From an optimization exercise on the open Yosys and OpenROAD flow, aimed at small area and a short achievable clock period; shortcuts taken in it are not production practice.
Where RTL was checked, it was by simulation tests only, not by an equivalence proof against the original.
For run 2, only the layout was checked, not whether the RTL still works.
Power and IR drop assume default switching activity.

File: flow/design.v
`default_nettype none
package fetch_pkg;
   typedef logic [32-1:0] word_t;
   typedef logic [2-1:0] btb_idx_t;                   
   typedef logic [32-2-3:0] btb_tag_t;     
   typedef enum logic [1:0] {
      STRONG_TAKEN = 2'b00,
      WEAK_TAKEN   = 2'b01,
      WEAK_NOT     = 2'b10,
      STRONG_NOT   = 2'b11
   } pred_state_t;
   typedef struct packed {
      logic        valid;
      btb_tag_t    tag;
      word_t       target;     
      pred_state_t state;
   } btb_entry_t;
   typedef struct packed {
      logic  valid;       
      logic  cond;        
      logic  jump;        
      logic  taken;       
      logic  predicted;   
      word_t pc;          
      word_t target;      
   } resolve_t;
   typedef struct packed {
      word_t instr;
      word_t pc_plus_4;
      logic  predicted;
   } fetch_t;
   typedef struct packed {
      logic        write;
      btb_idx_t    idx;
      btb_tag_t    tag;
      word_t       target;
      pred_state_t state;
   } btb_update_t;
   function automatic logic [2-1:0] btb_idx_of(input word_t addr);
      btb_idx_of = addr[2+1:2];   
   endfunction
   function automatic logic [32-2-3:0] btb_tag_of(input word_t addr);
      btb_tag_of = addr[32-1:2+2];
   endfunction
endpackage
`default_nettype wire
`default_nettype none
module btb
(
   input  logic        CLK,
   input  logic        nRST,
   input  fetch_pkg::word_t       fetch_pc,
   input  fetch_pkg::word_t       resolve_pc,
   input  fetch_pkg::btb_update_t update,
   output fetch_pkg::btb_entry_t  lookup,
   output fetch_pkg::btb_entry_t  check
);
   localparam int ENTRY_W = 1 + (32 - 2 - 2) + 32 + 2;
   logic [ENTRY_W-1:0] entries [0:(1 << 2)-1];
   fetch_pkg::btb_idx_t fetch_idx;
   fetch_pkg::btb_idx_t resolve_idx;
   fetch_pkg::btb_entry_t wr_entry;
   assign fetch_idx   = fetch_pkg::btb_idx_of(fetch_pc);
   assign resolve_idx = fetch_pkg::btb_idx_of(resolve_pc);
   assign lookup = entries[fetch_idx];    
   assign check  = entries[resolve_idx];  
   assign wr_entry.valid  = 1'b1;
   assign wr_entry.tag    = update.tag;
   assign wr_entry.target = update.target;
   assign wr_entry.state  = update.state;
   for (genvar g = 0; g < (1 << 2); g++)
   begin : g_entry
      always_ff @(posedge CLK, negedge nRST)
      begin
         if (!nRST)
         begin
            entries[g] <= '0;  
         end
         else if (update.write && (update.idx == g))
         begin
            entries[g] <= wr_entry;  
         end
      end
   end
endmodule
`default_nettype wire
`default_nettype none
module redirect_control
(
   input  fetch_pkg::word_t       fetch_pc,
   input  fetch_pkg::btb_entry_t  lookup,
   input  fetch_pkg::btb_entry_t  check,
   input  fetch_pkg::resolve_t    resolve,
   input  logic        ihit,
   output logic        predict,
   output fetch_pkg::word_t       predict_target,
   output logic        redirect,
   output fetch_pkg::word_t       redirect_addr,
   output fetch_pkg::btb_update_t update
);
   fetch_pkg::btb_tag_t    res_tag;
   logic        lookup_hit;
   logic        check_hit;
   logic        false_taken;   
   logic        mispredict;
   fetch_pkg::pred_state_t next_state;
   assign lookup_hit     = lookup.valid && (lookup.tag == fetch_pkg::btb_tag_of(fetch_pc));
   assign predict        = lookup_hit && (lookup.state == fetch_pkg::STRONG_TAKEN || lookup.state == fetch_pkg::WEAK_TAKEN);
   assign predict_target = lookup.target;
   assign false_taken = resolve.cond && !resolve.taken && resolve.predicted;
   assign mispredict  = resolve.cond && (resolve.taken != resolve.predicted);
   assign redirect    = resolve.valid && (resolve.jump || mispredict);
   assign redirect_addr = (!resolve.jump && false_taken) ? resolve.pc + 32'd4
                                                         : resolve.target;
   always_comb
   begin
      next_state = check.state;
      if (resolve.taken)
      begin
         case (check.state)
            fetch_pkg::STRONG_NOT: next_state = fetch_pkg::WEAK_NOT;
            fetch_pkg::WEAK_NOT:   next_state = fetch_pkg::WEAK_TAKEN;
            default:    next_state = fetch_pkg::STRONG_TAKEN;
         endcase
      end
      else
      begin
         case (check.state)
            fetch_pkg::STRONG_TAKEN: next_state = fetch_pkg::WEAK_TAKEN;
            fetch_pkg::WEAK_TAKEN:   next_state = fetch_pkg::WEAK_NOT;
            default:      next_state = fetch_pkg::STRONG_NOT;
         endcase
      end
   end
   assign res_tag   = fetch_pkg::btb_tag_of(resolve.pc);
   assign check_hit = check.valid && (check.tag == res_tag);
   assign update.write  = resolve.valid && resolve.cond && !resolve.jump && ihit;
   assign update.idx    = fetch_pkg::btb_idx_of(resolve.pc);
   assign update.tag    = res_tag;
   assign update.target = check_hit ? check.target : resolve.target;  
   assign update.state  = check_hit ? next_state : fetch_pkg::STRONG_TAKEN;      
endmodule
`default_nettype wire
`default_nettype none
module program_counter
(
   input  logic  CLK,
   input  logic  nRST,
   input  logic  ihit,
   input  logic  predict,
   input  fetch_pkg::word_t predict_target,
   input  logic  redirect,
   input  fetch_pkg::word_t redirect_addr,
   output fetch_pkg::word_t pc,
   output fetch_pkg::word_t pc_plus_4
);
   fetch_pkg::word_t pc_next;
   logic  pc_en;
   assign pc_plus_4 = pc + 32'd4;
   assign pc_en     = ihit || redirect;  
   always_comb
   begin
      if (redirect)
         pc_next = redirect_addr;   
      else if (predict)
         pc_next = predict_target;
      else
         pc_next = pc_plus_4;
   end
   always_ff @(posedge CLK, negedge nRST)
   begin
      if (!nRST)
      begin
         pc <= 32'h0000_0000;
      end
      else if (pc_en)
      begin
         pc <= pc_next;
      end
   end
endmodule
`default_nettype wire
`default_nettype none
module fetch_latch
(
   input  logic   CLK,
   input  logic   nRST,
   input  logic   ihit,
   input  logic   flush,
   input  fetch_pkg::word_t  instr,
   input  fetch_pkg::word_t  pc_plus_4,
   input  logic   predict,
   output fetch_pkg::fetch_t fetch_out
);
   fetch_pkg::fetch_t fetch_in;
   assign fetch_in.instr     = instr;
   assign fetch_in.pc_plus_4 = pc_plus_4;
   assign fetch_in.predicted = predict;  
   always_ff @(posedge CLK, negedge nRST)
   begin
      if (!nRST)
      begin
         fetch_out <= '0;
      end
      else if (flush)
      begin
         fetch_out <= '0;         
      end
      else if (ihit)
      begin
         fetch_out <= fetch_in;
      end
   end
endmodule
`default_nettype wire
`default_nettype none
module fetch_predict
(
   input  logic        CLK,
   input  logic        nRST,
   input  logic        ihit,
   input  logic [31:0] imemload,
   input  logic        resolve_valid,
   input  logic        resolve_cond,
   input  logic        resolve_jump,
   input  logic        resolve_taken,
   input  logic        resolve_predicted,
   input  logic [31:0] resolve_pc,
   input  logic [31:0] resolve_target,
   output logic [31:0] imemaddr,
   output logic [31:0] fetch_instr,
   output logic [31:0] fetch_pc_plus_4,
   output logic        fetch_predicted,
   output logic        flush
);
   fetch_pkg::resolve_t    resolve;
   fetch_pkg::fetch_t      fetch_out;
   assign resolve.valid     = resolve_valid;
   assign resolve.cond      = resolve_cond;
   assign resolve.jump      = resolve_jump;
   assign resolve.taken     = resolve_taken;
   assign resolve.predicted = resolve_predicted;
   assign resolve.pc        = resolve_pc;
   assign resolve.target    = resolve_target;
   assign fetch_instr     = fetch_out.instr;
   assign fetch_pc_plus_4 = fetch_out.pc_plus_4;
   assign fetch_predicted = fetch_out.predicted;
   fetch_pkg::btb_entry_t  lookup;
   fetch_pkg::btb_entry_t  check;
   fetch_pkg::btb_update_t update;
   logic        predict;
   fetch_pkg::word_t       predict_target;
   logic        redirect;
   fetch_pkg::word_t       redirect_addr;
   fetch_pkg::word_t       pc_plus_4;
   assign flush = redirect;
   btb u_btb (
      .CLK        (CLK),
      .nRST       (nRST),
      .fetch_pc   (imemaddr),
      .resolve_pc (resolve.pc),
      .update     (update),
      .lookup     (lookup),
      .check      (check)
   );
   redirect_control u_redirect_control (
      .fetch_pc       (imemaddr),
      .lookup         (lookup),
      .check          (check),
      .resolve        (resolve),
      .ihit           (ihit),
      .predict        (predict),
      .predict_target (predict_target),
      .redirect       (redirect),
      .redirect_addr  (redirect_addr),
      .update         (update)
   );
   program_counter u_program_counter (
      .CLK            (CLK),
      .nRST           (nRST),
      .ihit           (ihit),
      .predict        (predict),
      .predict_target (predict_target),
      .redirect       (redirect),
      .redirect_addr  (redirect_addr),
      .pc             (imemaddr),
      .pc_plus_4      (pc_plus_4)
   );
   fetch_latch u_fetch_latch (
      .CLK       (CLK),
      .nRST      (nRST),
      .ihit      (ihit),
      .flush     (redirect),
      .instr     (imemload),
      .pc_plus_4 (pc_plus_4),
      .predict   (predict),
      .fetch_out (fetch_out)
   );
endmodule
`default_nettype wire
File: flow/run.sh
#!/bin/bash
# synth_recipe.tcl (not shown) runs the flow's synth.tcl, then flattens the netlist and writes it again
# the make line also repeats each setting of config.mk as NAME=value (left out here)
make -C /OpenROAD-flow-scripts/flow DESIGN_CONFIG=/design/flow/config.mk WORK_HOME=/design/flow/orfs CLKGATE_MAP_FILE= SYNTH_SCRIPT=/design/flow/synth_recipe.tcl finish
File: flow/config.mk
export PLATFORM = sky130hd
export DESIGN_NAME = fetch_predict
export DESIGN_NICKNAME = fetch_predict
export VERILOG_FILES = /design/flow/design.v
export SDC_FILE = /design/flow/constraint.sdc
export NUM_CORES = 4
export LEC_CHECK = 0
export CAP_MARGIN = 20
export CORE_MARGIN = 2
export CORE_UTILIZATION = 40
export SLEW_MARGIN = 20
File: flow/constraint.sdc
create_clock -name core_clock -period 4.3 [get_ports {CLK}]
set_input_delay 0.8600 -clock core_clock [delete_from_list [all_inputs] [get_ports {CLK}]]
set_output_delay 0.8600 -clock core_clock [all_outputs]
set_load 0.01 [all_outputs]
==> impl_metrics.tcl, run 1 <==
set metrics [dict create \
    ioPinCount 202 \
    final-hold-violation-count 0 \
    initial_utilization_pct 40.43 \
    netlist.top_cell.by_area "dfrtp_1" \
    combPwrFrac_pct 27.1 \
    grt_pass1_wl_um 107700 \
    hold-worst-slack_ns 0.1658 \
    die_w_um 223.4 \
    pwr-share-clk_pct 32.7 \
    ctsHoldBuffers 0 \
    areaGrowthSynthToFinish_pct 22.73 \
    die-area_mm2 0.04993 \
    fillerInstances 4403 \
    async_flop_share_pct 100.0 \
    multi_input_area_mm2 0.009624 \
    via_count 17104 \
    grt_start_max_net_pins 113 \
    fmax_mhz 239.0 \
    gr-usage-met2_pct 43.65 \
    gp_congestion 0.9191 \
    final_area_mm2 0.02364 \
    ys_ff_latch 349 \
    crit_path_max_fanout 8 \
    post-route-period-util_pct 97.30 \
    core_mm2 0.04765 \
    register_area_mm2 0.008733 \
    grt_setup_unrepaired "false" \
    antenna_found_initial 4 \
    switching_share_pct 33.52 \
    finalClockSkew_ns 0.02934 \
    startpoint_type "flip-flop" \
    track_usage_pct 28.47 \
    rows 80 \
    synth_warnings 5 \
    leakage_nw 10.20 \
    port_buffers 201 \
    seq_area_frac_synth_pct 45.34 \
    synth.avg_cell_area_um2 9.612 \
    synthDistinctLibCells 62 \
    layout.nets 2276 \
    synth_top_area_share_pct 45.34 \
    crit_required_ns 4.80 \
    finalSetupViolCount 0 \
    fin_ws_ns 0.1163 \
    hpwl_um 49620 \
    clkTransAtPathRegs_ns 0.06 \
    place_ws_ns -0.02980 \
    h-tree-depth 2 \
    clk_latency_ns 0.59 \
    top_usage_layer "met2" \
    p_sw_mw 3.704 \
    synth_fp_nets 2117 \
    drc 0 \
    placed_area_mm2 0.02223 \
    setup.worst_path.class "flip-flop to flip-flop" \
    cts_root_buf "clkbuf_16" \
    timing.slew.headroom_pct 43.14 \
    run_status "no timing/DRC/antenna violations" \
    cts_sinks 349 \
    worst_pin_slew_ns 0.8528 \
    grtUsageMet1_pct 39.82 \
    slew_violations 0 \
    synth_edf_count 0 \
    via_per_inst 6.087 \
    ir_drop_mv 0.2501 \
    intPower_mw 7.348 \
    maxCapViolations 0 \
    power_density_mw_per_mm2 467.5 \
    syn_area_mm2 0.01926 \
    endpoint_kind "flip-flop" \
    die_h_um 223.4 \
    ant_nets 0 \
    drt_iter0_markers 2599 \
    synth_area_leaders "dfrtp_1 45%, mux2_2 9.4%, nand2_1 7.2%" \
    layout-drive-gt1-share_pct 16.36 \
    overflow 0 \
    clockBufferDepth 3 \
    cts_made_buffers 42 \
    first_pass_iters 12 \
    drt-total-wl_um 71850 \
    critPathArrivalTime_ns 4.69 \
    synthCells 2004 \
    seqPwrFrac_pct 40.1 \
    grt_util_met3_pct 5.373 \
    final.min_clock_period_ns 4.184 \
    synth_flop_cell "dfrtp_1" \
    cts_tree "done" \
    grt_pass1_vias 16614 \
    wl_per_cell_um 25.57 \
    hp-class "input pin to async pin" \
]
==> cells in the mapped netlist (7+ instances only) <==
library cell,n
a31oi_1,18
mux2i_1,82
a21oi_1,48
buf_1,20
o211ai_1,16
mux2_2,161
a222oi_1,117
buf_2,18
nor2b_1,15
o21ai_0,129
nand3_1,45
nand4_1,31
and3_1,11
ha_1,9
a211oi_1,33
nand2_1,368
a221o_1,11
xnor2_1,68
dfrtp_1,349
inv_1,46
a21o_1,7
a22oi_1,10
clkbuf_1,142
xor2_1,30
nor3_1,10
nor2_1,113
==> final timing paths <==
path / cells after the start / to / start / slack (ns)
worst max-delay path: 11 / u_program_counter.pc[16]$_DFFE_PN0P_ / u_program_counter.pc[2]$_DFFE_PN0P_ / 0.12
worst min-delay path: 1 / u_btb.entries[2][49]$_DFFE_PN0P_ / nRST / 0.17
worst max register to register: 11 / u_program_counter.pc[16]$_DFFE_PN0P_ / u_program_counter.pc[2]$_DFFE_PN0P_ / 0.12
worst min register to register: 2 / u_btb.entries[2][0]$_DFFE_PN0P_ / u_btb.entries[2][0]$_DFFE_PN0P_ / 0.49
max in group asynchronous: 2 / u_fetch_latch.fetch_out[17]$_DFFE_PN0P_ / nRST / 2.94
min in group core_clock: 2 / u_btb.entries[2][0]$_DFFE_PN0P_ / u_btb.entries[2][0]$_DFFE_PN0P_ / 0.49
==> flip-flops by register name (all words and copies together) (netlist names) <==
name                     flops
u_fetch_latch.fetch_out     65
u_btb.entries              252
u_program_counter.pc        32
==> final cells by class <==
cell class                      count  share of cell area (%)
Sequential cell                   349                   36.94
Inverter                           46                  0.7304
Timing Repair Buffer              301                   12.44
Clock inverter                      7                  0.4605
Tap cell                          615                   3.255
Antenna cell                        1                 0.01059
Clock buffer                       68                   5.451
Multi-Input combinational cell   1423                   40.71
==> per-stage QoR <==
step                std cells  util (%)  setup TNS (ns)  total power, mW
floorplan                2004         -               0            6.009
global placement         2733     46.66               0            7.341
detailed placement       2733     46.66         -0.3183            7.408
CTS                      2808     49.60               0            11.04
global route             2810     49.62               0            11.52
finish                   2810     49.62               0            11.05
==> layout by cell type (no fill, tap or decap), drive strengths merged, types with 48 or more instances in the layout <==
cell           count
a222oi           117
nor2             113
inv               48
clkbuf            68
xnor2             68
mux2             161
dfrtp            349
buf              102
mux2i             82
o21ai            129
a21oi             49
nand2            368
clkdlybuf4s50    199
==> repair_timing <==
item	in CTS	in global routing
resized for setup	0	1
setup buffers	0	1
endpoints found under the hold margin	0	0
setup endpoints to repair	0	2
==> layer usage <==
layer	vias to the layer above	routed length, um
met5	-	12
met4	2	2800
met3	144	6187
met2	871	32480
met1	8493	30370
li1	7594	-
==> worst max-delay path, cell delays in order, from the launching register on <==
cell and delay, ns:
dfrtp_1 0.47, inv_1 0.14, ha_2 0.37, a222oi_1 0.19
a2111oi_2 0.63, a31oi_1 0.14, or4b_4 0.60, nor4_4 0.43
nand3_1 0.37, o21ai_1 0.45, buf_4 0.18, a221o_1 0.10
==> power groups by stage <==
stage                     registers, mW  logic (mW)  clock network, mW
after floorplan                    4.33        1.68                  0
after global placement             4.44        2.90                  0
after detailed placement           4.46        2.95                  0
after CTS                          4.41        2.96               3.67
after global routing               4.50        3.21               3.80
final                              4.43        3.00               3.62
==> cell families (layout without fill, tap and decap cells) <==
kind of cell | count (synthesis) | count (layout) | share of synthesized area (%)
mux | 243 | 243 | 13.67
other cells | 0 | 1 | 0
flops | 349 | 349 | 45.34
buf+inv | 232 | 422 | 4.852
simple gates | 636 | 636 | 14.41
fa+ha+maj | 10 | 10 | 0.6366
xor+xnor | 98 | 98 | 4.456
compound gates | 436 | 436 | 16.64
==> run 2, diff against run 1 <==
==> flow/design.v (replaced) <==
`default_nettype none
module fetch_predict
(
   input  logic        CLK,
   input  logic        nRST,
   input  logic        ihit,
   input  logic [31:0] imemload,
   input  logic        resolve_valid,
   input  logic        resolve_cond,
   input  logic        resolve_jump,
   input  logic        resolve_taken,
   input  logic        resolve_predicted,
   input  logic [31:0] resolve_pc,
   input  logic [31:0] resolve_target,
   output logic [31:0] imemaddr,
   output logic [31:0] fetch_instr,
   output logic [31:0] fetch_pc_plus_4,
   output logic        fetch_predicted,
   output logic        flush
);
   logic [3:0]  btb_valid;
   logic [27:0] btb_tag    [0:3];
   logic [31:0] btb_target [0:3];
   logic [1:0]  btb_state  [0:3];    
   logic [1:0]  fidx;
   logic        predict;
   logic [31:0] pc_plus_4;
   assign fidx      = imemaddr[3:2];
   assign predict   = btb_valid[fidx] && (btb_tag[fidx] == imemaddr[31:4]) && !btb_state[fidx][1];
   assign pc_plus_4 = imemaddr + 32'd4;
   logic        redirect;
   logic [31:0] redirect_addr;
   logic        fall_through;
   assign redirect     = resolve_valid && (resolve_jump || (resolve_cond && (resolve_taken != resolve_predicted)));
   assign fall_through = !resolve_jump && resolve_cond && !resolve_taken && resolve_predicted;
   assign redirect_addr = fall_through ? resolve_pc + 32'd4 : resolve_target;
   assign flush = redirect;
   logic [1:0]  ridx;
   logic        btb_write;
   logic        check_hit;
   logic [1:0]  cstate;
   logic [1:0]  step_state;
   assign ridx      = resolve_pc[3:2];
   assign btb_write = resolve_valid && resolve_cond && !resolve_jump && ihit;
   assign check_hit = btb_valid[ridx] && (btb_tag[ridx] == resolve_pc[31:4]);
   assign cstate    = btb_state[ridx];
   always_comb
   begin
      if (resolve_taken)
         step_state = (cstate == 2'b00) ? 2'b00 : cstate - 2'd1;
      else
         step_state = (cstate == 2'b11) ? 2'b11 : cstate + 2'd1;
   end
   for (genvar g = 0; g < 4; g++)
   begin : g_entry
      logic wr;
      assign wr = btb_write && (ridx == g);
      always_ff @(posedge CLK, negedge nRST)
      begin
         if (!nRST)
            btb_valid[g] <= 1'b0;
         else if (wr)
            btb_valid[g] <= 1'b1;
      end
      always_ff @(posedge CLK)
      begin
         if (wr)
         begin
            btb_tag[g]   <= resolve_pc[31:4];
            btb_state[g] <= check_hit ? step_state : 2'b00;
            if (!check_hit)
               btb_target[g] <= resolve_target;
         end
      end
   end
   always_ff @(posedge CLK, negedge nRST)
   begin
      if (!nRST)
         imemaddr <= 32'd0;
      else if (redirect)
         imemaddr <= redirect_addr;
      else if (ihit)
         imemaddr <= predict ? btb_target[fidx] : pc_plus_4;
   end
   always_ff @(posedge CLK, negedge nRST)
   begin
      if (!nRST)
      begin
         fetch_instr     <= 32'd0;
         fetch_pc_plus_4 <= 32'd0;
         fetch_predicted <= 1'b0;
      end
      else if (redirect)
      begin
         fetch_instr     <= 32'd0;
         fetch_pc_plus_4 <= 32'd0;
         fetch_predicted <= 1'b0;
      end
      else if (ihit)
      begin
         fetch_instr     <= imemload;
         fetch_pc_plus_4 <= pc_plus_4;
         fetch_predicted <= predict;
      end
   end
endmodule
`default_nettype wire
==> impl_metrics.tcl, run 2 <==
set metrics [dict create \
    endpoint_kind "flip-flop" \
    worst_pin_slew_ns 0.9920 \
    via_per_inst 6.168 \
    track_usage_pct 25.48 \
    final.min_clock_period_ns 3.957 \
    synth_edf_count 248 \
    port_buffers 201 \
    areaGrowthSynthToFinish_pct 25.12 \
    slew_violations 0 \
    wl_per_cell_um 26.10 \
    first_pass_iters 8 \
    seq_area_frac_synth_pct 60.20 \
    postCtsSetupRepairBufs 0 \
    synthCells 1372 \
    ys_ff_latch 349 \
    die_w_um 207.5 \
    syn_area_mm2 0.01657 \
    power_density_mw_per_mm2 451.0 \
    ioPinCount 202 \
    ir_drop_mv 0.2214 \
    grt_start_max_net_pins 87 \
    startpoint_type "flip-flop" \
    antenna_found_initial 0 \
    synth_warnings 4 \
    cts_root_buf "clkbuf_16" \
    timing.slew.headroom_pct 33.86 \
    layout_commonest_cell "edfxtp_1" \
    overflow 0 \
    finalClockSkew_ns 0.01271 \
    clk_latency_ns 0.55 \
    path_delay_family "compound AO/OA/AOI/OAI gates" \
    final_cell_mix "248 x edfxtp_1, 199 x clkdlybuf4s50_1, 104 x nor2_1" \
    initial_utilization_pct 40.58 \
    drc 0 \
    rows 74 \
    via_count 13243 \
    slowest_stage "a222oi_1" \
    grt_pass1_vias 12863 \
    crit_required_ns 4.70 \
    largest_reg_flops 128 \
    grt_setup_unrepaired "false" \
    layout.nets 1700 \
    synth_area_leaders "edfxtp_1 45%, dfrtp_1 15%, a222oi_1 5.3%" \
    top_register "btb_target" \
    finalSetupViolCount 0 \
    p_total_mw 9.350 \
    final-hold-violation-count 0 \
    grt_pass1_wl_um 83320 \
    synth_top_area_share_pct 44.94 \
    path_buf_inv 2 \
    synthTopCellsByCount "248 x edfxtp_1, 104 x nor2_1, 101 x dfrtp_1, 96 x nand2_1, 88 x a222oi_1" \
    max_stage_delay_ns 0.69 \
    cp.depth 11 \
    ctsHoldBuffers 0 \
    async_flop_share_pct 28.94 \
    ant_nets 0 \
    post_cts_resized 0 \
    maxCapViolations 0 \
    die-area_mm2 0.04307 \
    run_status "no timing/DRC/antenna violations" \
    synth.avg_cell_area_um2 12.08 \
    synthDistinctLibCells 57 \
    yosysMostFrequentCell "edfxtp_1" \
    gp_congestion 0.9007 \
    cts_sinks 349 \
    hpwl_um 38710 \
    clockBufferDepth 3 \
    crit_path_max_fanout 30 \
    finalSetupTns_ns 0 \
    reg2reg_slack_ns 0.34 \
    leakage_nw 7.445 \
    drt_iter0_markers 1998 \
    top_regs "btb_target x128, btb_tag x112" \
    die_h_um 207.5 \
    h-tree-depth 2 \
    post-route-period-util_pct 92.02 \
    synth_flop_cell "edfxtp_1" \
    clkTransAtPathRegs_ns 0.06 \
    drt-total-wl_um 56030 \
    netlist.top_cell.by_area "edfxtp_1" \
    cts_made_buffers 39 \
    fmax_mhz 252.7 \
    cts_tree "done" \
    layout-drive-gt1-share_pct 9.969 \
    antenna-diode-count 0 \
    setup.worst_path.class "flip-flop to flip-flop" \
    path_cells "inv_1 > ha_2 > a222oi_1 > a211oi_1 > a31oi_1 > nand4_1 > nor3_2 > and3_1 > buf_4 > mux2i_1 > o221ai_1" \
    worst_r2r_path_depth 11 \
    core_mm2 0.04083 \
    critPathArrivalTime_ns 4.36 \
    synth_fp_nets 1485 \
    hp-class "input pin to async pin" \
]
-- run 2: cell count changes after synthesis, sizes merged, moves of 17 or more --
cell    delta
o21ai     -81
a31oi     +29
clkbuf    -64
edfxtp   +248
nand2b    +17
nand3     -17
nand2    -272
dfrtp    -248
mux2     -160
a222oi    -29
-- run 2: cell type report --
class	count	area (um2)
clock buffer	49	1076
timing repair buffer	280	2688
inverter	38	142.6
multi-input combinational	879	5982
sequential	349	9975
tap	532	665.6
fill	3565	20100
clock inverter	20	203.9
-- run 2: through the flow --
| stage | hold slack, ns | std cells | worst slack (ns) | utilization (%) | area, um2 |
|---|---|---|---|---|---|
| after floorplan | 0.4515 | 1372 | 0.6291 | - | 16570 |
| after global placement | 0.4725 | 2078 | 0.3518 | 47.64 | 19450 |
| after detailed placement | 0.4753 | 2078 | 0.3108 | 47.64 | 19450 |
| after CTS | 0.4890 | 2147 | 0.4535 | 50.78 | 20730 |
| after global routing | 0.5022 | 2147 | 0.2366 | 50.78 | 20730 |
| final | 0.4780 | 2147 | 0.3430 | 50.78 | 20730 |
-- run 2: metal layers --
metal / share of wire [%] / vias up / GRT usage (%)
li1: - / 5749 / -
met1: 42 / 6514 / 35.68
met2: 45 / 857 / 39.18
met3: 9.8 / 123 / 5.265
met4: 3.6 / 0 / 9.433
met5: 0 / - / 0
-- run 2: worst paths after layout --
path,from,end
worst max-delay path,imemaddr[2]$_DFFE_PN0P_,imemaddr[20]$_DFFE_PN0P_
worst min-delay path,nRST,fetch_instr[28]$_DFFE_PN0P_
worst max register to register,imemaddr[2]$_DFFE_PN0P_,imemaddr[20]$_DFFE_PN0P_
worst min register to register,fetch_pc_plus_4[28]$_DFFE_PN0P_,fetch_pc_plus_4[28]$_DFFE_PN0P_
max in group asynchronous,nRST,fetch_instr[16]$_DFFE_PN0P_
min in group core_clock,fetch_pc_plus_4[28]$_DFFE_PN0P_,fetch_pc_plus_4[28]$_DFFE_PN0P_
-- run 2: power by group --
part	total (mW)	internal (mW)	switching, mW
logic	1.98	0.836	1.14
clock network	3.37	2.01	1.36
registers	4.00	3.77	0.230
-- run 2: logic make-up (layout without fill, tap and decap cells) --
logic type / after synthesis / in the layout / synth area share, %
AO/OA/AOI/OAI: 340 / 340 / 15.09
XOR/XNOR: 93 / 93 / 4.916
adder cells (fa/ha/maj): 10 / 10 / 0.7400
buffers and inverters: 144 / 387 / 3.791
flip-flops: 349 / 349 / 60.20
multiplexers: 73 / 73 / 4.568
AND/OR/NAND/NOR: 363 / 363 / 10.70
==> run 3, diff against run 2 <==
--- a/flow/design.v
+++ b/flow/design.v
@@ -25,8 +25,14 @@
    logic [1:0]  fidx;
    logic        predict;
    logic [31:0] pc_plus_4;
+   logic [3:0]  fhit;         
    assign fidx      = imemaddr[3:2];
-   assign predict   = btb_valid[fidx] && (btb_tag[fidx] == imemaddr[31:4]) && !btb_state[fidx][1];
+   for (genvar g = 0; g < 4; g++)
+   begin : g_fhit
+      assign fhit[g] = (fidx == g) && btb_valid[g] && !btb_state[g][1] &&
+                       (btb_tag[g] == imemaddr[31:4]);
+   end
+   assign predict   = |fhit;
    assign pc_plus_4 = imemaddr + 32'd4;
    logic        redirect;
    logic [31:0] redirect_addr;
@@ -42,7 +48,12 @@
    logic [1:0]  step_state;
    assign ridx      = resolve_pc[3:2];
    assign btb_write = resolve_valid && resolve_cond && !resolve_jump && ihit;
-   assign check_hit = btb_valid[ridx] && (btb_tag[ridx] == resolve_pc[31:4]);
+   logic [3:0]  chit;
+   for (genvar g = 0; g < 4; g++)
+   begin : g_chit
+      assign chit[g] = btb_valid[g] && (btb_tag[g] == resolve_pc[31:4]);
+   end
+   assign check_hit = chit[ridx];
    assign cstate    = btb_state[ridx];
    always_comb
    begin
@@ -67,8 +78,8 @@
          if (wr)
          begin
             btb_tag[g]   <= resolve_pc[31:4];
-            btb_state[g] <= check_hit ? step_state : 2'b00;
-            if (!check_hit)
+            btb_state[g] <= chit[g] ? step_state : 2'b00;
+            if (!chit[g])
                btb_target[g] <= resolve_target;
          end
       end
==> flow/flow/run.sh (new file) <==
#!/bin/bash
# Standard layout, with plain buf_2 cells as the port buffers instead of
# the delay buffers buffer_ports picks by default. Every port still gets
# its own buffer.
set -euo pipefail
export BUFFER_PORTS_ARGS="-buffer_cell sky130_fd_sc_hd__buf_2"
bash standard.sh > standard.log 2>&1
==> flow/standard.sh (new file) <==
#!/bin/bash
# synth_recipe.tcl (not shown) runs the flow's synth.tcl, then flattens the netlist and writes it again
# the make line also repeats each setting of config.mk as NAME=value (left out here)
make -C /OpenROAD-flow-scripts/flow DESIGN_CONFIG=/design/flow/config.mk WORK_HOME=/design/flow/orfs CLKGATE_MAP_FILE= SYNTH_SCRIPT=/design/flow/synth_recipe.tcl "${@:-finish}"
--- a/flow/config.mk
+++ b/flow/config.mk
@@ -7,5 +7,6 @@
 export LEC_CHECK = 0
 export CAP_MARGIN = 20
 export CORE_MARGIN = 2
-export CORE_UTILIZATION = 40
+export CORE_UTILIZATION = 62
+export SETUP_SLACK_MARGIN = 1.8
 export SLEW_MARGIN = 20
removed: flow/run.sh
==> impl_metrics.tcl, run 3 <==
set metrics [dict create \
    synth_flop_cell "edfxtp_1" \
    max_stage_delay_ns 0.53 \
    post-route-period-util_pct 59.26 \
    ir_drop_mv 0.4219 \
    ctsHoldBuffers 0 \
    areaGrowthSynthToFinish_pct 20.06 \
    grt_pass1_vias 12579 \
    worst_pin_slew_ns 0.9028 \
    seq_area_frac_synth_pct 57.23 \
    wl_met3_um 7076 \
    timing.slew.headroom_pct 39.81 \
    critPathArrivalTime_ns 3.01 \
    p_total_mw 9.034 \
    grt_pass1_wl_um 82900 \
    worst_r2r_path_depth 8 \
    leakage_nw 7.856 \
    die_h_um 171.7 \
    maxUsedRoutingLayer "met4" \
    top_register "btb_target" \
    synthTopCellsByCount "248 x edfxtp_1, 193 x xnor2_1, 129 x nor2_1, 101 x dfrtp_1, 83 x xor2_1" \
    cts_root_buf "clkbuf_16" \
    layout_commonest_cell "edfxtp_1" \
    wl_per_cell_um 28.99 \
    slowest_stage "dfrtp_2" \
    yosysMostFrequentCell "edfxtp_1" \
    syn_area_mm2 0.01743 \
    crit_required_ns 4.76 \
    h-tree-depth 2 \
    gp_congestion 0.9844 \
    run_status "no timing/DRC/antenna violations" \
    async_flop_share_pct 28.94 \
    first_pass_iters 8 \
    final_cell_mix "248 x edfxtp_1, 195 x buf_2, 178 x xnor2_1" \
    grt_start_max_net_pins 69 \
    final_area_mm2 0.02093 \
    endpoint_kind "flip-flop" \
    core_mm2 0.02771 \
    clkTransAtPathRegs_ns 0.07 \
    wl_met2_um 27070 \
    path_buf_inv 1 \
    initial_utilization_pct 62.91 \
    placed_area_mm2 0.01852 \
    clockBufferDepth 3 \
    port_buffers 201 \
    cts_tree "done" \
    slew_violations 0 \
    antenna_found_initial 1 \
    path_delay_family "compound AO/OA/AOI/OAI gates" \
    synthDistinctLibCells 65 \
    reg2reg_slack_ns 1.75 \
    clk_latency_ns 0.55 \
    antenna-diode-count 0 \
    ant_nets 0 \
    maxCapViolations 0 \
    drc 0 \
    largest_reg_flops 128 \
    hp-class "input pin to async pin" \
    synth_fp_nets 1556 \
    postLayoutCoreUtil_pct 75.53 \
    netlist.top_cell.by_area "edfxtp_1" \
    final.min_clock_period_ns 2.548 \
    finalClockSkew_ns 0.03822 \
    worstReg2RegStart "imemaddr[30]$_DFFE_PN0P_" \
    die-area_mm2 0.02947 \
    cts_made_buffers 37 \
    top_regs "btb_target x128, btb_tag x112" \
    fin_ws_ns 1.752 \
    rows 61 \
    finalSetupTns_ns 0 \
    synth_edf_count 248 \
    ioPinCount 202 \
    synth_top_area_share_pct 42.73 \
    via_count 13688 \
    timing.rr.end "imemaddr[30]$_DFFE_PN0P_" \
    grt_setup_unrepaired "true" \
    synth_area_leaders "edfxtp_1 43%, dfrtp_1 15%, xnor2_1 9.7%" \
    drt_iter0_markers 2177 \
    via_per_inst 6.664 \
    fmax_mhz 392.5 \
    track_usage_pct 39.09 \
    layout-drive-gt1-share_pct 27.45 \
    wl_met1_um 21730 \
    ys_ff_latch 349 \
    place_ws_ns 1.109 \
    crit_path_max_fanout 8 \
    layout.nets 1763 \
    hpwl_um 38570 \
    path_cells "xnor2_2 > nand4_1 > nor4_4 > a22o_4 > clkbuf_16 > o221ai_1 > o211ai_1 > a21o_1" \
    die_w_um 171.7 \
    synth_warnings 4 \
    synthCells 1443 \
    setup.worst_path.class "flip-flop to flip-flop" \
    cts_sinks 349 \
    power_density_mw_per_mm2 431.7 \
    overflow 0 \
    synth.avg_cell_area_um2 12.08 \
    startpoint_type "flip-flop" \
    final-hold-violation-count 0 \
    drt-total-wl_um 59550 \
    finalSetupViolCount 0 \
]
-- run 3: per-layer routing --
layer | vias up | global-route usage, %
li1 | 5718 | -
met1 | 6672 | 53.00
met2 | 1067 | 61.04
met3 | 231 | 7.685
met4 | 0 | 18.42
met5 | - | 0
-- run 3: worst max path at each step --
stage | slack [ns] | cells past startpoint | end | from
floorplan | 1.68 | 8 | flush | resolve_taken
global placement | 1.12 | 9 | imemaddr[8]$_DFFE_PN0P_ | imemaddr[21]$_DFFE_PN0P_
detailed placement | 1.11 | 5 | fetch_pc_plus_4[20]$_DFFE_PN0P_ | ihit
CTS | 1.79 | 11 | imemaddr[4]$_DFFE_PN0P_ | imemaddr[2]$_DFFE_PN0P_
global route | 1.71 | 9 | imemaddr[29]$_DFFE_PN0P_ | imemaddr[13]$_DFFE_PN0P_
finish | 1.75 | 8 | imemaddr[30]$_DFFE_PN0P_ | imemaddr[30]$_DFFE_PN0P_
-- run 3: cell families (layout without fill, tap and decap cells) --
kind of cell               after synthesis  after routing  synth area share, %
and+or+nand+nor                        402            403                11.98
DFF                                    349            349                57.23
xor gates and xnor gates               278            278                14.06
muxes                                   39             39                2.240
adders and majority gates               10             10               0.7035
buffers and inverters                  143            375                4.257
AOI/OAI and AO/OA                      222            222                9.534
-- run 3: report_power, final --
part	total [mW]	leakage (nW)	internal, mW	switching [mW]
Combinational	1.71	3.80	0.700	1.01
Sequential	4.09	3.46	3.78	0.302
Clock	3.24	0.598	1.88	1.36
Total	9.03	7.86	6.36	2.67
-- run 3: worst reg2reg max path, delay by kind of cell (launching register included) --
kind                   cells  cell delay, ns
AO/OA/AOI/OAI              4            0.83
XOR/XNOR                   1            0.23
buffers and inverters      1            0.20
flip-flops                 1            0.53
AND/OR/NAND/NOR            2            0.70
-- run 3: repair_timing --
action / in CTS / in global routing
endpoints found under the setup margin: 77 / 70
gates cloned: 5 / 5
pin swaps: 11 / 24
gates resized for setup: 78 / 62
buffers inserted: 7 / 42
-- run 3: through the flow --
stage | hold slack [ns] | cells
after floorplan | 0.4623 | 1443
after global placement | 0.4914 | 1930
after detailed placement | 0.4909 | 1930
after CTS | 0.4843 | 2007
after global routing | 0.5314 | 2054
final | 0.4590 | 2054
-- run 3: cell type report --
class / count / area [um2]
flip-flops and latches: 349 / 10040
multi-input cells: 952 / 7131
fillers: 1849 / 6780
repair buffers: 290 / 1972
clock buffers: 50 / 1079
well taps: 378 / 473.0
clock inverters: 15 / 127.6
inverters: 18 / 87.58
repair inverters: 2 / 17.52
==> run 4, diff against run 3 <==
--- a/flow/config.mk
+++ b/flow/config.mk
@@ -8,5 +8,5 @@
 export CAP_MARGIN = 20
 export CORE_MARGIN = 2
 export CORE_UTILIZATION = 62
-export SETUP_SLACK_MARGIN = 1.8
+export SETUP_SLACK_MARGIN = 2.0
 export SLEW_MARGIN = 20
==> impl_metrics.tcl, run 4 <==
set metrics [dict create \
    largest_reg_flops 128 \
    synth_fp_nets 1556 \
    via_per_inst 6.789 \
    setup.worst_path.class "flip-flop to flip-flop" \
    grt_setup_unrepaired "true" \
    critPathArrivalTime_ns 3.08 \
    layout.nets 1785 \
    timing.slew.headroom_pct 45.04 \
    synthCells 1443 \
    endpoint_kind "flip-flop" \
    finalClockSkew_ns 0.02741 \
    finalSetupViolCount 0 \
    synth.avg_cell_area_um2 12.08 \
    synth_flop_cell "edfxtp_1" \
    worst_pin_slew_ns 0.8217 \
    synth_edf_count 248 \
    ioPinCount 202 \
    port_buffers 201 \
    grt_start_max_net_pins 72 \
    drt-total-wl_um 62110 \
    synth_area_leaders "edfxtp_1 43%, dfrtp_1 15%, xnor2_1 9.7%" \
    cts_sinks 349 \
    synthTopCellsByCount "248 x edfxtp_1, 193 x xnor2_1, 129 x nor2_1, 101 x dfrtp_1, 83 x xor2_1" \
    ctsHoldBuffers 0 \
    multi_input_area_mm2 0.007355 \
    cts_made_buffers 37 \
    top_regs "btb_target x128, btb_tag x112" \
    top_register "btb_target" \
    hpwl_um 36960 \
    syn_area_mm2 0.01743 \
    register_area_mm2 0.01004 \
    placed_area_mm2 0.01847 \
    rows 61 \
    run_status "no timing/DRC/antenna violations" \
    clockBufferDepth 3 \
    startpoint_type "flip-flop" \
    yosysMostFrequentCell "edfxtp_1" \
    clkTransAtPathRegs_ns 0.06 \
    final-hold-violation-count 0 \
    layout-drive-gt1-share_pct 29.59 \
    layout_commonest_cell "edfxtp_1" \
    final_cell_mix "248 x edfxtp_1, 191 x buf_2, 182 x xnor2_1" \
    hp-class "input pin to async pin" \
    die_h_um 171.7 \
    crit_required_ns 4.72 \
    worst_r2r_path_depth 12 \
    overflow 0 \
    areaGrowthSynthToFinish_pct 22.84 \
    clk_latency_ns 0.53 \
    track_usage_pct 40.37 \
    async_flop_share_pct 28.94 \
    drc 0 \
    initial_utilization_pct 62.91 \
    cts_root_buf "clkbuf_16" \
    maxCapViolations 0 \
    synth_warnings 4 \
    synth_top_area_share_pct 42.73 \
    grt_pass1_wl_um 84510 \
    ys_ff_latch 349 \
    cts_tree "done" \
    netlist.top_cell.by_area "edfxtp_1" \
    drt_iter0_markers 2322 \
    final.min_clock_period_ns 2.659 \
    die-area_mm2 0.02947 \
    postLayoutCoreUtil_pct 77.28 \
    synthDistinctLibCells 65 \
    die_w_um 171.7 \
    final_area_mm2 0.02141 \
    antenna_found_initial 2 \
    ant_nets 0 \
    fillerInstances 1764 \
    fmax_mhz 376.1 \
    slew_violations 0 \
    wl_per_cell_um 29.87 \
    ir_drop_mv 0.3350 \
    core_mm2 0.02771 \
    leakage_nw 7.981 \
    grt_pass1_vias 13197 \
    seq_area_frac_synth_pct 57.23 \
    via_count 14114 \
    gp_congestion 0.9636 \
    power_density_mw_per_mm2 427.4 \
    crit_path_max_fanout 6 \
    first_pass_iters 10 \
    h-tree-depth 2 \
    post-route-period-util_pct 61.84 \
    finalSetupTns_ns 0 \
]
[run 4: worst paths after layout]
path	start	end	slack (ns)
max in group asynchronous	nRST	fetch_instr[30]$_DFFE_PN0P_	3.06
hold reg to reg	fetch_instr[20]$_DFFE_PN0P_	fetch_instr[20]$_DFFE_PN0P_	0.51
hold / removal	nRST	imemaddr[16]$_DFFE_PN0P_	0.27
setup reg to reg	imemaddr[11]$_DFFE_PN0P_	imemaddr[11]$_DFFE_PN0P_	1.64
setup / recovery	imemaddr[11]$_DFFE_PN0P_	imemaddr[11]$_DFFE_PN0P_	1.64
min in group core_clock	fetch_instr[20]$_DFFE_PN0P_	fetch_instr[20]$_DFFE_PN0P_	0.51
[run 4: what timing repair did]
| action | 4_1_cts | 5_1_grt |
|---|---|---|
| gates cloned | 9 | 11 |
| setup endpoints to repair | 208 | 176 |
| pin swaps | 50 | 47 |
| setup buffers | 38 | 35 |
| gates resized for setup | 126 | 69 |
[run 4: layout make-up]
type                    instances  share of cell area [%]
diodes                          1                 0.01169
clock buffers                  51                   4.903
clock inverters                16                  0.8766
inverters                      18                  0.3740
multi-input cells             961                   34.35
flip-flops and latches        349                   46.92
well taps                     378                   2.209
repair buffers                304                   10.33
repair inverters                1                 0.02922
[run 4: stage by stage]
step                      power, mW  hold WS, ns  setup slack (ns)  cells
after detailed placement      5.591       0.5044             1.165   1918
after CTS                     8.961       0.2799             1.801   2032
after global routing          9.371       0.3005             1.608   2078
final                         9.150       0.2673             1.641   2079
after global placement        5.575       0.4970             1.178   1918
after floorplan               4.981       0.4623             1.684   1443
[run 4: cells by family after synthesis]
group,share of synthesized area (%)
AO/OA/AOI/OAI,9.534
AND/OR/NAND/NOR,11.98
XOR/XNOR,14.06
buffers and inverters,4.257
multiplexers,2.240
flip-flops,57.23
adder cells (fa/ha/maj),0.7035
[run 4: where the power goes]
group	leakage, nW	switching (mW)	internal [mW]
logic	3.92	1.08	0.718
registers	3.46	0.312	3.78
clock network	0.605	1.31	1.95
[run 4: per-layer routing]
metal,track usage [%],up-vias,part of all wire [%]
met4,22.00,0,7.3
met1,54.04,6803,35
li1,-,5772,-
met5,0,-,0
met3,9.411,316,14
met2,61.39,1223,44
[run 4: worst max-delay path, stage by stage, from the launching register on]
cell and delay [ns]:
dfrtp_4 0.57, buf_12 0.17, xnor2_2 0.12, nand4_1 0.12, nor4_4 0.08, buf_4 0.15, a22oi_2 0.21, buf_6 0.22
nand2_8 0.13, buf_12 0.17, clkbuf_16 0.16, a311o_1 0.26, a22o_1 0.18
==> run 5, diff against run 4 <==
--- a/flow/design.v
+++ b/flow/design.v
@@ -93,26 +93,36 @@
       else if (ihit)
          imemaddr <= predict ? btb_target[fidx] : pc_plus_4;
    end
+   logic        fetch_valid;
+   logic [31:0] fetch_instr_q;
+   logic [31:0] fetch_pc4_q;
    always_ff @(posedge CLK, negedge nRST)
    begin
       if (!nRST)
       begin
-         fetch_instr     <= 32'd0;
-         fetch_pc_plus_4 <= 32'd0;
+         fetch_valid     <= 1'b0;
          fetch_predicted <= 1'b0;
       end
       else if (redirect)
       begin
-         fetch_instr     <= 32'd0;
-         fetch_pc_plus_4 <= 32'd0;
+         fetch_valid     <= 1'b0;
          fetch_predicted <= 1'b0;
       end
       else if (ihit)
       begin
-         fetch_instr     <= imemload;
-         fetch_pc_plus_4 <= pc_plus_4;
+         fetch_valid     <= 1'b1;
          fetch_predicted <= predict;
       end
    end
+   always_ff @(posedge CLK)
+   begin
+      if (ihit)
+      begin
+         fetch_instr_q <= imemload;
+         fetch_pc4_q   <= pc_plus_4;
+      end
+   end
+   assign fetch_instr     = fetch_instr_q & {32{fetch_valid}};
+   assign fetch_pc_plus_4 = fetch_pc4_q   & {32{fetch_valid}};
 endmodule
 `default_nettype wire
--- a/flow/config.mk
+++ b/flow/config.mk
@@ -8,5 +8,5 @@
 export CAP_MARGIN = 20
 export CORE_MARGIN = 2
 export CORE_UTILIZATION = 62
-export SETUP_SLACK_MARGIN = 2.0
+export SETUP_SLACK_MARGIN = 1.8
 export SLEW_MARGIN = 20
==> impl_metrics.tcl, run 5 <==
set metrics [dict create \
    synthDistinctLibCells 59 \
    drc 0 \
    top_register "btb_target" \
    netlist.top_cell.by_area "edfxtp_1" \
    top_regs "btb_target x128, btb_tag x112" \
    synth_area_leaders "edfxtp_1 54%, xor2_1 10%, dfrtp_1 5.5%" \
    final.min_clock_period_ns 2.538 \
    synth_top_area_share_pct 54.17 \
    run_status "no timing/DRC/antenna violations" \
    drt_iter0_markers 1744 \
    initial_utilization_pct 62.59 \
    synthTopCellsByCount "312 x edfxtp_1, 200 x xor2_1, 78 x xnor2_1, 73 x and2_1, 72 x nor4_1" \
    ir_drop_mv 0.3216 \
    synth_edf_count 312 \
    clkTransAtPathRegs_ns 0.06 \
    p_total_mw 9.075 \
    async_flop_share_pct 10.86 \
    finalSetupTns_ns 0 \
    overflow 0 \
    grt_setup_unrepaired "true" \
    antenna_found_initial 1 \
    crit_path_max_fanout 3 \
    finalSetupViolCount 0 \
    synth_fp_nets 1503 \
    timing.slew.headroom_pct 44.01 \
    clockBufferDepth 3 \
    critPathArrivalTime_ns 1.68 \
    via_count 13028 \
    first_pass_iters 6 \
    slew_violations 0 \
    yosysMostFrequentCell "edfxtp_1" \
    fillerInstances 1854 \
    clk_latency_ns 0.53 \
    die-area_mm2 0.02925 \
    hp-class "input pin to async pin" \
    die_h_um 171.0 \
    antenna-diode-count 0 \
    finalClockSkew_ns 0.01999 \
    postLayoutCoreUtil_pct 75.38 \
    largest_reg_flops 128 \
    syn_area_mm2 0.01729 \
    max_stage_delay_ns 0.17 \
    die_w_um 171.0 \
    gp_congestion 1.046 \
    cts_root_buf "clkbuf_16" \
    setup.worst_path.class "input pin to output pin" \
    synthCells 1390 \
    ant_nets 0 \
    h-tree-depth 2 \
    track_usage_pct 37.50 \
    ys_ff_latch 350 \
    port_buffers 201 \
    final_area_mm2 0.02083 \
    power_density_mw_per_mm2 435.8 \
    slowest_stage "xor2_2" \
    fmax_mhz 394.0 \
    dp.cells 1882 \
    grt_start_max_net_pins 54 \
    cts_made_buffers 37 \
    seq_area_frac_synth_pct 59.67 \
    synth_warnings 4 \
    via_per_inst 6.437 \
    layout-drive-gt1-share_pct 28.19 \
    layout_commonest_cell "edfxtp_1" \
    path_cells "buf_8 > xor2_2 > a21oi_2 > nand2b_4 > clkinvlp_4 > buf_6" \
    cts_tree "done" \
    startpoint_type "input pin" \
    final_cell_mix "312 x edfxtp_1, 194 x xor2_1, 185 x buf_2" \
    drt-total-wl_um 55740 \
    post-route-period-util_pct 59.03 \
    synth.avg_cell_area_um2 12.44 \
    ctsHoldBuffers 0 \
    grt_pass1_vias 12042 \
    leakage_nw 7.697 \
    ioPinCount 202 \
    rows 61 \
    grt_pass1_wl_um 78890 \
    maxCapViolations 0 \
    crit_required_ns 3.44 \
    cts_sinks 350 \
    core_mm2 0.02763 \
    endpoint_kind "output pin" \
    layout.nets 1733 \
    hpwl_um 37420 \
    final-hold-violation-count 0 \
    synth_flop_cell "edfxtp_1" \
    areaGrowthSynthToFinish_pct 20.42 \
    wl_per_cell_um 27.54 \
    worst_pin_slew_ns 0.8398 \
    finalNonFillerCells 2024 \
    placed_area_mm2 0.01851 \
]
run 5: logic make-up (layout without fill, tap and decap cells):
| group | count (synthesis) | in the layout | share of synthesized area, % |
|---|---|---|---|
| XOR/XNOR | 278 | 278 | 14.08 |
| buffers and inverters | 135 | 387 | 3.531 |
| AO/OA/AOI/OAI | 181 | 181 | 7.618 |
| AND/OR/NAND/NOR | 418 | 422 | 13.33 |
| multiplexers | 18 | 18 | 1.056 |
| adder cells (fa/ha/maj) | 10 | 10 | 0.7090 |
| flip-flops | 350 | 350 | 59.67 |
run 5: power by group:
| group | internal [mW] | switching, mW |
|---|---|---|
| clock | 1.87 | 1.31 |
| combinational | 0.692 | 1.10 |
| sequential | 3.90 | 0.211 |
run 5: cell type report:
cell class              count  area [um2]  area share [%]
well taps                 378       473.0           2.271
clock inverters            16       171.4          0.8231
clock buffers              49        1031           4.950
inverters                  20       82.58          0.3965
multi-input cells         909        6744           32.38
repair buffers            302        1954           9.384
flip-flops and latches    350       10370           49.79
run 5: metrics by stage:
| stage | setup slack [ns] | hold WS (ns) |
|---|---|---|
| 6_report | 1.762 | 0.3571 |
| 5_1_grt | 1.733 | 0.3820 |
| 4_1_cts | 1.746 | 0.5037 |
| 3_5_place_dp | 0.9734 | 0.4920 |
| 3_3_place_gp | 0.9653 | 0.4820 |
| 2_1_floorplan | 1.566 | 0.4415 |
run 5: what timing repair did:
item / in CTS / in global routing
endpoints found under the setup margin: 227 / 139
cloned: 4 / 0
gates resized for setup: 71 / 50
buffers inserted: 41 / 32
pin swaps: 23 / 25
run 5: final timing paths:
kind                                           from                       end  slack, ns  cells past startpoint
max                                   resolve_taken                     flush       1.76                      6
max reg2reg                 imemaddr[4]$_DFFE_PN0P_  imemaddr[13]$_DFFE_PN0P_       1.76                     10
min reg2reg                btb_valid[0]$_DFFE_PN0P_  btb_valid[0]$_DFFE_PN0P_       0.51                      1
max in group asynchronous                      nRST  imemaddr[24]$_DFFE_PN0P_       3.47                      1
min in group core_clock    btb_valid[0]$_DFFE_PN0P_  btb_valid[0]$_DFFE_PN0P_       0.51                      1
min                                            nRST  imemaddr[15]$_DFFE_PN0P_       0.36                      1
run 5: worst max-delay path, delay by kind of cell:
kind,cells,cell delay (ns)
xor+xnor,1,0.17
simple gates,1,0.15
compound gates,1,0.13
buf+inv,3,0.37
run 5: routing by layer:
layer / vias up / GRT usage, % / routed length (um)
li1: 5617 / - / -
met4: 2 / 12.49 / 2229
met2: 925 / 58.43 / 25300
met3: 152 / 7.634 / 6542
met1: 6332 / 53.10 / 21660
met5: - / 0 / 12
==> run 6, diff against run 5 <==
--- a/flow/config.mk
+++ b/flow/config.mk
@@ -8,5 +8,7 @@
 export CAP_MARGIN = 20
 export CORE_MARGIN = 2
 export CORE_UTILIZATION = 62
+export CTS_CLUSTER_DIAMETER = 80
+export CTS_CLUSTER_SIZE = 24
 export SETUP_SLACK_MARGIN = 1.8
 export SLEW_MARGIN = 20
==> impl_metrics.tcl, run 6 <==
set metrics [dict create \
    wl_met1_um 21390 \
    die-area_mm2 0.02925 \
    startpoint_type "input pin" \
    final.min_clock_period_ns 2.541 \
    synth_compound_area_share_pct 7.618 \
    synth_edf_count 312 \
    syn_area_mm2 0.01729 \
    critPathLaunch "resolve_taken" \
    leakage_nw 7.305 \
    antenna-diode-count 0 \
    layout.nets 1705 \
    clkTransAtPathRegs_ns 0.09 \
    ant_nets 0 \
    finalClockSkew_ns 0.01649 \
    initial_utilization_pct 62.59 \
    clk_latency_ns 0.53 \
    ctsHoldBuffers 0 \
    clockBufferDepth 3 \
    via_per_inst 6.457 \
    synth_flop_cell "edfxtp_1" \
    port_buffers 201 \
    critPathArrivalTime_ns 1.68 \
    hpwl_um 37420 \
    reg2reg_slack_ns 1.76 \
    fmax_mhz 393.5 \
    drt-total-wl_um 55200 \
    timing.rr.end "imemaddr[24]$_DFFE_PN0P_" \
    cts_root_buf "clkbuf_16" \
    seq_area_frac_synth_pct 59.67 \
    drc 0 \
    final_cell_mix "312 x edfxtp_1, 191 x xor2_1, 185 x buf_2" \
    worst_pin_slew_ns 0.8150 \
    synth_area_leaders "edfxtp_1 54%, xor2_1 10%, dfrtp_1 5.5%" \
    hold-worst-slack_ns 0.3393 \
    core_mm2 0.02763 \
    synthDistinctLibCells 59 \
    power_density_mw_per_mm2 392.3 \
    final-hold-violation-count 0 \
    grt_pass1_vias 11668 \
    p_total_mw 7.872 \
    grt_pass1_wl_um 77200 \
    areaGrowthSynthToFinish_pct 16.03 \
    cts_tree "done" \
    slew_violations 0 \
    gp_congestion 1.046 \
    wl_met3_um 6971 \
    synth.avg_cell_area_um2 12.44 \
    synth_xor_area_share_pct 14.08 \
    largest_reg_flops 128 \
    layout-drive-gt1-share_pct 26.25 \
    track_usage_pct 36.65 \
    die_w_um 171.0 \
    grt_setup_unrepaired "true" \
    netlist.top_cell.by_area "edfxtp_1" \
    run_status "no timing/DRC/antenna violations" \
    cts_made_buffers 19 \
    grt_start_max_net_pins 54 \
    hp-class "input pin to async pin" \
    worst_r2r_path_depth 7 \
    antenna_found_initial 1 \
    fillerInstances 1978 \
    top_register "btb_target" \
    synthTopCellsByCount "312 x edfxtp_1, 200 x xor2_1, 78 x xnor2_1, 73 x and2_1, 72 x nor4_1" \
    crit_path_max_fanout 3 \
    post-route-period-util_pct 59.10 \
    h-tree-depth 1 \
    top_regs "btb_target x128, btb_tag x112" \
    ir_drop_mv 0.4428 \
    async_flop_share_pct 10.86 \
    ys_ff_latch 350 \
    first_pass_iters 6 \
    synthCells 1390 \
    dp.cells 1882 \
    finalNonFillerCells 1982 \
    maxCapViolations 0 \
    synth_warnings 4 \
    overflow 0 \
    maxUsedRoutingLayer "met4" \
    wl_per_cell_um 27.85 \
    synth_top_area_share_pct 54.17 \
    drt_iter0_markers 1673 \
    via_count 12797 \
    crit_required_ns 3.44 \
    setup.worst_path.class "input pin to output pin" \
    yosys.area_share.adder_pct 0.7090 \
    finalSetupViolCount 0 \
    wl_met2_um 24890 \
    timing.slew.headroom_pct 45.66 \
    endpoint_kind "output pin" \
    rows 61 \
    synth_fp_nets 1503 \
    synth_mux_area_share_pct 1.056 \
    synth_top_family_by_area "XOR/XNOR gates" \
    worstReg2RegStart "imemaddr[6]$_DFFE_PN0P_" \
    cts_sinks 350 \
    yosysMostFrequentCell "edfxtp_1" \
    layout_commonest_cell "edfxtp_1" \
    yosys.area_share.simple_pct 13.33 \
    finalSetupTns_ns 0 \
    ioPinCount 202 \
    die_h_um 171.0 \
    crit_end "flush" \
]
run 6: changes by cell type in the layout (fill, tap and decap cells not counted), moves of 2 or more:
| cell | previous run | this run |
|---|---|---|
| clkinv_1 | 3 | 0 |
| bufinv_16 | 3 | 1 |
| xor2_2 | 6 | 9 |
| buf_4 | 89 | 82 |
| xor2_1 | 194 | 191 |
| buf_12 | 8 | 3 |
| xnor2_1 | 75 | 78 |
| clkinv_4 | 2 | 0 |
| clkinv_2 | 4 | 0 |
| buf_6 | 6 | 9 |
| clkbuf_16 | 37 | 19 |
| clkbuf_8 | 6 | 0 |
| xnor2_2 | 3 | 0 |
| clkbuf_1 | 6 | 9 |
run 6: metrics by stage:
step,util (%),worst slack [ns],instance area [um2]
finish,72.63,1.759,20070
global route,72.63,1.641,20070
CTS,70.98,1.755,19610
detailed placement,67.00,0.9734,18510
global placement,66.95,0.9653,18500
floorplan,-,1.566,17370
run 6: worst min-delay path by stage:
stage | from | endpoint | slack (ns) | cells after the start
final | nRST | imemaddr[7]$_DFFE_PN0P_ | 0.34 | 1
after global routing | nRST | imemaddr[0]$_DFFE_PN0P_ | 0.35 | 1
after CTS | imemload[13] | fetch_instr_q[13]$_DFFE_PP_ | 0.49 | 1
after detailed placement | btb_valid[0]$_DFFE_PN0P_ | btb_valid[0]$_DFFE_PN0P_ | 0.49 | 1
after global placement | btb_valid[2]$_DFFE_PN0P_ | btb_valid[2]$_DFFE_PN0P_ | 0.48 | 1
after floorplan | imemaddr[0]$_DFFE_PN0P_ | fetch_pc4_q[0]$_DFFE_PP_ | 0.44 | 0
run 6: layout make-up:
| class | count | area, um2 | share of cell area [%] |
|---|---|---|---|
| timing repair inverter | 1 | 5.005 | 0.02494 |
| timing repair buffer | 290 | 1808 | 9.010 |
| inverter | 20 | 82.58 | 0.4115 |
| clock inverter | 5 | 66.31 | 0.3305 |
| clock buffer | 28 | 509.2 | 2.538 |
| tap | 378 | 473.0 | 2.357 |
| sequential | 350 | 10370 | 51.66 |
| multi-input combinational | 910 | 6755 | 33.66 |
run 6: cell families (layout without fill, tap and decap cells):
| kind of cell | after synthesis | in the layout |
|---|---|---|
| xor+xnor | 278 | 278 |
| simple gates | 418 | 423 |
| compound gates | 181 | 181 |
| fa+ha+maj | 10 | 10 |
| buf+inv | 135 | 344 |
| flops | 350 | 350 |
| mux | 18 | 18 |
run 6: where the power goes:
group / switching, mW / leakage [nW] / internal [mW] / total [mW]
Sequential: 0.215 / 3.29 / 3.89 / 4.10
Combinational: 1.10 / 3.75 / 0.665 / 1.76
Clock: 1.10 / 0.274 / 0.908 / 2.01
run 6: layer usage:
| metal | up-vias | global-route usage [%] |
|---|---|---|
| met3 | 120 | 8.027 |
| met2 | 914 | 57.03 |
| met4 | 0 | 11.13 |
| met5 | - | 0 |
| met1 | 6217 | 52.05 |
| li1 | 5546 | - |
run 6: repair_timing:
item | 4_1_cts | 5_1_grt
buffers inserted | 36 | 25
endpoints found under the setup margin | 228 | 139
pin swaps | 22 | 24
cloned | 5 | 1
resized for setup | 69 | 48
run 6: critical path, cell delays in order:
cell and delay, ns:
buf_8 0.11, xor2_2 0.17, a21oi_2 0.13, nand2b_4 0.15, clkinvlp_4 0.12, buf_6 0.14
==> run 7, diff against run 6 <==
--- a/flow/config.mk
+++ b/flow/config.mk
@@ -10,5 +10,5 @@
 export CORE_UTILIZATION = 62
 export CTS_CLUSTER_DIAMETER = 80
 export CTS_CLUSTER_SIZE = 24
-export SETUP_SLACK_MARGIN = 1.8
+export SETUP_SLACK_MARGIN = 1.6
 export SLEW_MARGIN = 20
==> impl_metrics.tcl, run 7 <==
set metrics [dict create \
    fillerInstances 2030 \
    drc 0 \
    top_register "btb_target" \
    combPwrFrac_pct 18.7 \
    power_density_mw_per_mm2 393.0 \
    drt-total-wl_um 50330 \
    final_area_mm2 0.01923 \
    async_flop_share_pct 10.86 \
    cts_made_buffers 19 \
    ant_nets 0 \
    netlist.top_cell.by_area "edfxtp_1" \
    final_cell_mix "312 x edfxtp_1, 200 x xor2_1, 199 x buf_2" \
    ioPinCount 202 \
    via_count 12432 \
    clk_latency_ns 0.52 \
    max_stage_delay_ns 0.70 \
    register_area_mm2 0.01035 \
    finalSetupTns_ns 0 \
    drt_iter0_markers 1661 \
    timing.rr.end "imemaddr[24]$_DFFE_PN0P_" \
    timing.slew.headroom_pct 37.85 \
    syn_area_mm2 0.01729 \
    run_status "no timing/DRC/antenna violations" \
    seq_area_frac_synth_pct 59.67 \
    multi_input_area_mm2 0.006515 \
    finalSetupViolCount 0 \
    cts_root_buf "clkbuf_16" \
    path_buf_inv 0 \
    setup.worst_path.class "flip-flop to flip-flop" \
    final.min_clock_period_ns 2.672 \
    grt_setup_unrepaired "true" \
    layout_commonest_cell "edfxtp_1" \
    first_pass_iters 8 \
    wl_per_cell_um 26.24 \
    antenna-diode-count 0 \
    layout.nets 1641 \
    via_per_inst 6.482 \
    maxCapViolations 0 \
    die_h_um 171.0 \
    placed_area_mm2 0.01845 \
    postLayoutCoreUtil_pct 69.61 \
    slew_violations 0 \
    gp_congestion 1.055 \
    worst_r2r_path_depth 7 \
    cts_sinks 350 \
    synth_edf_count 312 \
    yosysMostFrequentCell "edfxtp_1" \
    grt_pass1_wl_um 72450 \
    synth_area_leaders "edfxtp_1 54%, xor2_1 10%, dfrtp_1 5.5%" \
    path_delay_family "simple AND/OR/NAND/NOR gates" \
    cts_tree "done" \
    post-route-period-util_pct 62.13 \
    ir_drop_mv 0.3219 \
    hp-class "input pin to async pin" \
    overflow 0 \
    die_w_um 171.0 \
    initial_utilization_pct 62.59 \
    port_buffers 201 \
    slowest_stage "dfrtp_1" \
    path_cells "xor2_1 > nor4_1 > nand4_1 > o22ai_4 > nor2_4 > a32o_1 > or3_1" \
    critPathArrivalTime_ns 3.08 \
    crit_path_max_fanout 14 \
    hpwl_um 35800 \
    synth_top_area_share_pct 54.17 \
    grt_start_max_net_pins 66 \
    track_usage_pct 34.01 \
    leakage_nw 6.921 \
    crit_required_ns 4.71 \
    clkTransAtPathRegs_ns 0.10 \
    rows 61 \
    synth_warnings 4 \
    grt_pass1_vias 11260 \
    synthCells 1390 \
    synth_fp_nets 1503 \
    top_regs "btb_target x128, btb_tag x112" \
    ys_ff_latch 350 \
    antenna_found_initial 0 \
    switching_share_pct 30.19 \
    p_sw_mw 2.282 \
    finalClockSkew_ns 0.01602 \
    synth.avg_cell_area_um2 12.44 \
    synth_flop_cell "edfxtp_1" \
    startpoint_type "flip-flop" \
    fmax_mhz 374.3 \
    seqPwrFrac_pct 55.4 \
    endpoint_kind "flip-flop" \
    pwr-share-clk_pct 25.9 \
    layout-drive-gt1-share_pct 21.04 \
    reg2reg_slack_ns 1.63 \
    final-hold-violation-count 0 \
    ctsHoldBuffers 0 \
    worstReg2RegStart "imemaddr[22]$_DFFE_PN0P_" \
    core_mm2 0.02763 \
    clockBufferDepth 3 \
    largest_reg_flops 128 \
    worst_pin_slew_ns 0.9323 \
    areaGrowthSynthToFinish_pct 11.21 \
    h-tree-depth 1 \
    synthTopCellsByCount "312 x edfxtp_1, 200 x xor2_1, 78 x xnor2_1, 73 x and2_1, 72 x nor4_1" \
    intPower_mw 5.277 \
    die-area_mm2 0.02925 \
    synthDistinctLibCells 59 \
]
run 7: cell type report:
| cell class | count | share of cell area, % |
|---|---|---|
| timing repair buffer | 230 | 6.427 |
| clock buffer | 30 | 2.739 |
| timing repair inverter | 1 | 0.02602 |
| tap | 378 | 2.459 |
| clock inverter | 3 | 0.2277 |
| multi-input combinational | 906 | 33.87 |
| inverter | 20 | 0.4294 |
| sequential | 350 | 53.82 |
run 7: how the worst max path moves through the flow:
stage | cells after the start | slack [ns] | from | end
2_1_floorplan | 10 | 1.57 | resolve_pc[12] | imemaddr[24]$_DFFE_PN0P_
3_3_place_gp | 8 | 1.05 | resolve_pc[2] | imemaddr[24]$_DFFE_PN0P_
3_5_place_dp | 8 | 1.05 | resolve_pc[2] | imemaddr[24]$_DFFE_PN0P_
4_1_cts | 7 | 1.52 | imemaddr[10]$_DFFE_PN0P_ | imemaddr[24]$_DFFE_PN0P_
5_1_grt | 9 | 1.55 | imemaddr[3]$_DFFE_PN0P_ | imemaddr[24]$_DFFE_PN0P_
6_report | 7 | 1.63 | imemaddr[22]$_DFFE_PN0P_ | imemaddr[24]$_DFFE_PN0P_
run 7: what timing repair did:
action | CTS | global route
resized for setup | 25 | 20
pin swaps | 2 | 0
endpoints found under the setup margin | 38 | 86
setup buffers | 3 | 5
cloned | 2 | 0
run 7: kinds of logic (layout without fill, tap and decap cells):
group,count (synthesis),in the layout,share of synthesized area (%)
xor gates and xnor gates,278,278,14.08
buffers and inverters,135,284,3.531
and+or+nand+nor,418,419,13.33
AOI/OAI and AO/OA,181,181,7.618
DFF,350,350,59.67
muxes,18,18,1.056
adders and majority gates,10,10,0.7090
run 7: power groups by stage:
stage	registers, mW	logic, mW	clock network (mW)
2_1_floorplan	4.03	0.966	0
3_3_place_gp	4.24	1.35	0
3_5_place_dp	4.25	1.36	0
4_1_cts	4.18	1.38	1.98
5_1_grt	4.20	1.52	2.08
6_report	4.19	1.41	1.96
run 7: worst reg2reg max path, stage by stage, from the launching register on:
cell and delay [ns]:
dfrtp_1 0.70, xor2_1 0.20, nor4_1 0.35, nand4_1 0.22, o22ai_4 0.35, nor2_4 0.18, a32o_1 0.23, or3_1 0.33
run 7: per-layer routing:
layer,track usage (%),part of all wire [%]
met1,51.41,42
met2,51.37,44
met3,6.315,11
met4,8.217,2.4
met5,0,0
run 7: stage by stage:
step / hold WS [ns] / power [mW] / worst slack, ns / std cells
floorplan: 0.4415 / 5.001 / 1.566 / 1390
global placement: 0.4996 / 5.590 / 1.053 / 1875
detailed placement: 0.4941 / 5.601 / 1.047 / 1875
CTS: 0.4980 / 7.536 / 1.522 / 1913
global route: 0.3788 / 7.798 / 1.553 / 1918
finish: 0.3427 / 7.559 / 1.628 / 1918

==> port drivers added, routing unchanged <==
How much do the figures lean on ideal ports? The routed layouts below were timed once more, with nothing changed but the port constraints. Step 1 (the two cells are an assumption about what drives the block):
set clk [get_ports {CLK}]
set_driving_cell -lib_cell sky130_fd_sc_hd__clkbuf_16 $clk
set_driving_cell -lib_cell sky130_fd_sc_hd__buf_2 [delete_from_list [all_inputs] $clk]
Step 2 times the ports against the registers' clock, not the clock port: input delays grow and output delays shrink by t, the midpoint of the rising clock arrivals with the driver on. Three values: ideal ports, drivers, drivers and shift; two values: the first two.
run	t, ns	setup WS [ns]	worst setup path at the end	worst register clock-pin slew, ns
run 1	0.633	0.116 / 0.116 / -0.142	input to register	0.06 / 0.06
run 2	0.595	0.343 / 0.343 / 0.190	input to register	0.06 / 0.06
run 3	0.587	1.752 / 1.752 / 1.247	input to register	0.07 / 0.07
run 4	0.574	1.641 / 1.641 / 1.316	input to register	0.06 / 0.06
run 5	0.573	1.762 / 1.724 / 1.202	input to register	0.07 / 0.07
run 6	0.579	1.759 / 1.721 / 1.225	input to register	0.10 / 0.10
run 7	0.564	1.628 / 1.628 / 1.170	input to register	0.10 / 0.10
Met with ideal ports but missed after step 2: setup timing in run 1. The setup slack of run 5, which loses most, moves by -0.038 ns with the drivers and by -0.560 ns with both steps.
